This is an optimization exercise on Yosys and OpenROAD, whose aim is small area, a short achievable clock period and few clock cycles per item, not a production implementation. At most, simulation tests tie the RTL to the original design; equivalence was not proved.

==> module cnu, before the edit <==
module cnu (
    input  logic [3:0]  sgn_in,
    input  logic [15:0] mag_in,
    output logic [3:0] min1,
    output logic [3:0] min2,
    output logic [1:0] min_idx
);
    logic [3:0] m [4];
    logic bt [4][4];           
    logic [3:0] first, second;
    always_comb begin
        for (int i = 0; i < 4; i++) m[i] = mag_in[4*i +: 4];
        for (int i = 0; i < 4; i++)
            for (int j = i + 1; j < 4; j++) begin
                bt[i][j] = !(m[j] < m[i]);    
                bt[j][i] = !bt[i][j];
            end
        for (int i = 0; i < 4; i++) begin
            logic [2:0] w;
            int k;
            k = 0;
            w = '0;
            for (int j = 0; j < 4; j++)
                if (j != i) begin
                    w[k] = bt[i][j];
                    k++;
                end
            first[i]  = &w;
            second[i] = (w[0] & w[1] & ~w[2]) | (w[0] & ~w[1] & w[2]) | (~w[0] & w[1] & w[2]);
        end
        min1 = '0;
        min2 = '0;
        for (int i = 0; i < 4; i++) begin
            min1 = min1 | (m[i] & {4{first[i]}});
            min2 = min2 | (m[i] & {4{second[i]}});
        end
        min_idx = {first[2] | first[3], first[1] | first[3]};
    end
endmodule
==> module cnu_bank, before the edit <==
module cnu_bank (
    input  logic clk,
    input  logic clear,       
    input  logic [ldpc_pkg::N_EDGE-1:0]   v2c_sgn,    
    input  logic [ldpc_pkg::N_EDGE*4-1:0] v2c_mag,
    output logic [ldpc_pkg::N_EDGE-1:0]   c2v_sgn,    
    output logic [ldpc_pkg::N_EDGE*4-1:0] c2v_mag
);
    localparam int NC = ldpc_pkg::N_CHK;
    localparam int BC = ldpc_pkg::BC;
    logic [3:0] m1_q [NC];
    logic [3:0] m2_q [NC];
    logic [1:0] ix_q [NC];
    logic [BC-1:0] sg_q [NC];
    for (genvar c = 0; c < NC; c++) begin : g_chk
        logic [3:0] m1, m2;
        logic [1:0] ix;
        cnu u_cnu (
            .sgn_in  (v2c_sgn[c*BC +: BC]),
            .mag_in  (v2c_mag[c*BC*4 +: BC*4]),
            .min1    (m1),
            .min2    (m2),
            .min_idx (ix)
        );
        always_ff @(posedge clk) begin
            m1_q[c] <= clear ? 4'd0 : m1;
            m2_q[c] <= clear ? 4'd0 : m2;
            ix_q[c] <= ix;
            sg_q[c] <= {BC{^v2c_sgn[c*BC +: BC]}} ^ v2c_sgn[c*BC +: BC];    
        end
        for (genvar j = 0; j < BC; j++) begin : g_col
            assign c2v_mag[(c*BC+j)*4 +: 4] = (ix_q[c] == 2'(j)) ? m2_q[c] : m1_q[c];
            assign c2v_sgn[c*BC+j] = sg_q[c][j];
        end
    end
endmodule
export LEC_CHECK = 0
export ABC_AREA = 1
export CAP_MARGIN = 20
export CORE_MARGIN = 2
export CORE_UTILIZATION = 40
export SLEW_MARGIN = 20
create_clock -name core_clock -period 14.0 [get_ports {clk}]
run.sh (not shown) runs the stock make flow with config.mk's settings and CLKGATE_MAP_FILE= SYNTH_SCRIPT=/design/flow/synth_recipe.tcl, a recipe that flattens the netlist after the stock synthesis.
The baseline completed without violations.
Testbench counts at the start, summed over its fixed seeds: cycles 3,199, items 1,200.
Next try:
--- a/flow/design.v
+++ b/flow/design.v
@@ -51,17 +51,15 @@
                 bt[j][i] = !bt[i][j];
             end
         for (int i = 0; i < 4; i++) begin
-            logic [2:0] w;
-            int k;
-            k = 0;
-            w = '0;
+            logic [1:0] wins;
+            wins = 0;
+            first[i] = 1'b1;
             for (int j = 0; j < 4; j++)
                 if (j != i) begin
-                    w[k] = bt[i][j];
-                    k++;
+                    first[i] = first[i] & bt[i][j];
+                    wins = wins + 2'(bt[i][j]);
                 end
-            first[i]  = &w;
-            second[i] = (w[0] & w[1] & ~w[2]) | (w[0] & ~w[1] & w[2]) | (~w[0] & w[1] & w[2]);
+            second[i] = (wins == 2'd2);
         end
         min1 = '0;
         min2 = '0;
@@ -101,11 +99,11 @@
             m1_q[c] <= clear ? 4'd0 : m1;
             m2_q[c] <= clear ? 4'd0 : m2;
             ix_q[c] <= ix;
-            sg_q[c] <= {BC{^v2c_sgn[c*BC +: BC]}} ^ v2c_sgn[c*BC +: BC];    
+            sg_q[c] <= v2c_sgn[c*BC +: BC];
         end
         for (genvar j = 0; j < BC; j++) begin : g_col
             assign c2v_mag[(c*BC+j)*4 +: 4] = (ix_q[c] == 2'(j)) ? m2_q[c] : m1_q[c];
-            assign c2v_sgn[c*BC+j] = sg_q[c][j];
+            assign c2v_sgn[c*BC+j] = ^sg_q[c] ^ sg_q[c][j];
         end
     end
 endmodule
Worst setup slack gets worse by 0.69 ns.
Flip-flop and latch count does not change.
Sequential share of layout area stays flat.
Area after synthesis hardly moves.
Die area barely changes.
Non-clock buffer count stays the same.
Final area barely changes.
Global-route usage goes down by 0.15 points.
First-iteration DRC count goes up by 0.73%.
Testbench counts after the change, summed over its fixed seeds: cycles 3,199, items 1,200.

========
## the baseline
Another version of the RTL of ldpc_decoder (not shown whole).
Size: roughly 310 flip-flops, ~110 I/O pins.
==> module cnu_bank, before the edit <==
module cnu_bank (
    input  logic clk,
    input  logic clear,       
    input  logic [ldpc_pkg::N_EDGE-1:0]   v2c_sgn,    
    input  logic [ldpc_pkg::N_EDGE*4-1:0] v2c_mag,
    output logic [ldpc_pkg::N_EDGE-1:0]   c2v_sgn,    
    output logic [ldpc_pkg::N_EDGE*4-1:0] c2v_mag
);
    localparam int NC = ldpc_pkg::N_CHK;
    localparam int BC = ldpc_pkg::BC;
    logic [3:0] m1_q [NC];
    logic [3:0] m2_q [NC];
    logic [1:0] ix_q [NC];
    logic [BC-1:0] sg_q [NC];
    logic fresh;    
    always_ff @(posedge clk)
        fresh <= clear;
    for (genvar c = 0; c < NC; c++) begin : g_chk
        logic [3:0] m1, m2;
        logic [1:0] ix;
        cnu u_cnu (
            .sgn_in  (v2c_sgn[c*BC +: BC]),
            .mag_in  (v2c_mag[c*BC*4 +: BC*4]),
            .min1    (m1),
            .min2    (m2),
            .min_idx (ix)
        );
        always_ff @(posedge clk) begin
            m1_q[c] <= m1;
            m2_q[c] <= m2;
            ix_q[c] <= ix;
            sg_q[c] <= {BC{^v2c_sgn[c*BC +: BC]}} ^ v2c_sgn[c*BC +: BC];    
        end
        for (genvar j = 0; j < BC; j++) begin : g_col
            assign c2v_mag[(c*BC+j)*4 +: 4] = fresh ? 4'd0 : (ix_q[c] == 2'(j)) ? m2_q[c] : m1_q[c];
            assign c2v_sgn[c*BC+j] = sg_q[c][j];
        end
    end
endmodule
clock: 14.0 ns
lec_check: 0
abc_area: 1
cap_margin: 20
core_margin: 2
core_utilization: 40
slew_margin: 20
### the baseline -> the candidate
-- flow/design.v --
<<< the baseline, line 39
    output logic [3:0] min1,
    output logic [3:0] min2,
    output logic [1:0] min_idx
);
    logic [3:0] m [4];
>>> the candidate, line 39
    output logic [3:0] min1,
    output logic [3:0] min2,
    output logic [3:0] min_oh       
);
    logic [3:0] m [4];
<<< the baseline, line 70
            min2 = min2 | (m[i] & {4{second[i]}});
        end
        min_idx = {first[2] | first[3], first[1] | first[3]};
    end
endmodule
>>> the candidate, line 70
            min2 = min2 | (m[i] & {4{second[i]}});
        end
        min_oh = first;
    end
endmodule
<<< the baseline, line 86
    logic [3:0] m1_q [NC];
    logic [3:0] m2_q [NC];
    logic [1:0] ix_q [NC];
    logic [BC-1:0] sg_q [NC];
    logic fresh;    
    always_ff @(posedge clk)
        fresh <= clear;
    for (genvar c = 0; c < NC; c++) begin : g_chk
        logic [3:0] m1, m2;
        logic [1:0] ix;
        cnu u_cnu (
            .sgn_in  (v2c_sgn[c*BC +: BC]),
>>> the candidate, line 86
    logic [3:0] m1_q [NC];
    logic [3:0] m2_q [NC];
    logic [BC-1:0] ix_q [NC];    
    logic [BC-1:0] sg_q [NC];
    for (genvar c = 0; c < NC; c++) begin : g_chk
        logic [3:0] m1, m2;
        logic [BC-1:0] ix;
        cnu u_cnu (
            .sgn_in  (v2c_sgn[c*BC +: BC]),
<<< the baseline, line 99
            .min1    (m1),
            .min2    (m2),
            .min_idx (ix)
        );
        always_ff @(posedge clk) begin
            m1_q[c] <= m1;
            m2_q[c] <= m2;
            ix_q[c] <= ix;
            sg_q[c] <= {BC{^v2c_sgn[c*BC +: BC]}} ^ v2c_sgn[c*BC +: BC];    
        end
        for (genvar j = 0; j < BC; j++) begin : g_col
            assign c2v_mag[(c*BC+j)*4 +: 4] = fresh ? 4'd0 : (ix_q[c] == 2'(j)) ? m2_q[c] : m1_q[c];
            assign c2v_sgn[c*BC+j] = sg_q[c][j];
        end
>>> the candidate, line 96
            .min1    (m1),
            .min2    (m2),
            .min_oh  (ix)
        );
        always_ff @(posedge clk) begin
            m1_q[c] <= clear ? 4'd0 : m1;
            m2_q[c] <= clear ? 4'd0 : m2;
            ix_q[c] <= ix;
            sg_q[c] <= {BC{^v2c_sgn[c*BC +: BC]}} ^ v2c_sgn[c*BC +: BC];    
        end
        for (genvar j = 0; j < BC; j++) begin : g_col
            assign c2v_mag[(c*BC+j)*4 +: 4] = ix_q[c][j] ? m2_q[c] : m1_q[c];
            assign c2v_sgn[c*BC+j] = sg_q[c][j];
        end
- Per the comparison of the candidate with the baseline, number of sequential storage elements rose 15; synthesized area rose about 0.5%; layout inverter count without the clock tree rose about 6%; global-route usage over all layers fell 0.50 points; final-layout worst hold slack rose 30 ps.
- The higher number of nets in the layout came out of the candidate.
- Summary of the candidate over the baseline: wire length on met1 moved down, gate count of the mapped netlist moved up.
- [compare] base=the baseline new=the candidate: async set or reset register ratio after synthesis -0.18 points, total number of vias -304.
- In the candidate, the pin count of the biggest net entering global routing came out 4 above the value in the baseline.
- The baseline closes out successfully: all stages finished, all timing, DRC and antenna checks passed.
- The candidate went all the way through the flow, and no timing, DRC or antenna check failed.
- Against the baseline, the candidate comes in 56 ps higher on transition time at the pin with the least slew margin.
- Compared with the baseline, the candidate shows a routing usage on met2 that is 0.70 points lower.
Function was not checked in any run of this note: the RTL went through the layout flow alone.

========
ldpc_decoder, a different RTL version from the one above (not shown whole).
For scale: ~3900 cells after synthesis, ~330 flip-flops.
==> module cnu, before the edit <==
module cnu (
    input  logic [3:0]  sgn_in,
    input  logic [15:0] mag_in,
    output logic [3:0] min1,
    output logic [3:0] min2,
    output logic [1:0] min_idx
);
    logic [3:0] m [4];
    logic bt [4][4];           
    logic [3:0] first, second;
    always_comb begin
        for (int i = 0; i < 4; i++) m[i] = mag_in[4*i +: 4];
        for (int i = 0; i < 4; i++)
            for (int j = i + 1; j < 4; j++) begin
                bt[i][j] = !(m[j] < m[i]);    
                bt[j][i] = !bt[i][j];
            end
        for (int i = 0; i < 4; i++) begin
            logic [1:0] wins;
            wins = 0;
            first[i] = 1'b1;
            for (int j = 0; j < 4; j++)
                if (j != i) begin
                    first[i] = first[i] & bt[i][j];
                    wins = wins + 2'(bt[i][j]);
                end
            second[i] = (wins == 2'd2);
        end
        min1 = '0;
        min2 = '0;
        for (int i = 0; i < 4; i++) begin
            min1 = min1 | (m[i] & {4{first[i]}});
            min2 = min2 | (m[i] & {4{second[i]}});
        end
        min_idx = {first[2] | first[3], first[1] | first[3]};
    end
endmodule
make LEC_CHECK=0 ABC_AREA=1 CAP_MARGIN=20 CORE_MARGIN=2 CORE_UTILIZATION=40 SLEW_MARGIN=20 finish   # period 14.0 ns
Next try:
--- a/flow/design.v
+++ b/flow/design.v
@@ -48,21 +48,23 @@
         for (int i = 0; i < 4; i++)
             for (int j = i + 1; j < 4; j++) begin
                 bt[i][j] = !(m[j] < m[i]);    
                 bt[j][i] = !bt[i][j];
             end
         for (int i = 0; i < 4; i++) begin
-            logic [1:0] wins;
-            wins = 0;
-            first[i] = 1'b1;
+            logic [2:0] w;
+            int k;
+            k = 0;
+            w = '0;
             for (int j = 0; j < 4; j++)
                 if (j != i) begin
-                    first[i] = first[i] & bt[i][j];
-                    wins = wins + 2'(bt[i][j]);
+                    w[k] = bt[i][j];
+                    k++;
                 end
-            second[i] = (wins == 2'd2);
+            first[i]  = &w;
+            second[i] = (w[0] & w[1] & ~w[2]) | (w[0] & ~w[1] & w[2]) | (~w[0] & w[1] & w[2]);
         end
         min1 = '0;
         min2 = '0;
         for (int i = 0; i < 4; i++) begin
             min1 = min1 | (m[i] & {4{first[i]}});
             min2 = min2 | (m[i] & {4{second[i]}});
After rerunning: The changed run completed with no timing, DRC or antenna violations; routed wire length climbs by about 0.53%; via count climbs by 1.2%; non-clock buffer count is unchanged; worst setup slack is better by 130 ps; hold slack is worse by 7.5 ps; cell count climbs by about 1.9%; register-to-register slack is better by 130 ps; maximum frequency climbs by about 2.2%; clock skew is about the same; clock-buffer cell count climbs by 1; final area barely changes.
Function was not checked in any run of this note: the RTL went through the layout flow alone.

-- what the ideal ports hide --
In the flow no input, the clock included, has a driving cell. The finished layouts below were timed again as built, in two steps. Step 1 assumes that a clkbuf_16 drives the clock port and a buf_2 every other input. Step 2 moves the port delays by t, midway between the first and last clock arrival at a register: inputs arrive t later, outputs are due t later. That takes back most of the time a late clock gives input paths. Three values: ideal, step 1, step 2; two values: the first two.
run | t, ns | setup slack, ns | worst setup path at the end | slew at the worst register clock pin (ns)
the first run of note 1 | 0.623 | 7.994 / 7.994 / 7.994 | register to register | 0.06 / 0.06
the second run of note 1 | 0.625 | 7.304 / 7.304 / 7.304 | register to register | 0.07 / 0.07
the baseline | 0.630 | 7.603 / 7.603 / 7.603 | register to register | 0.06 / 0.06
the candidate | 0.639 | 7.621 / 7.621 / 7.621 | register to register | 0.07 / 0.07
the first run of note 3 | 0.640 | 7.691 / 7.692 / 7.657 | input to register | 0.06 / 0.06
the second run of note 3 | 0.631 | 7.826 / 7.826 / 7.826 | register to register | 0.07 / 0.07
After both steps every run listed still meets setup and hold. For the first run of note 3, which loses most, drivers alone change the setup slack by +0.001 ns; drivers and shift together by -0.034 ns.
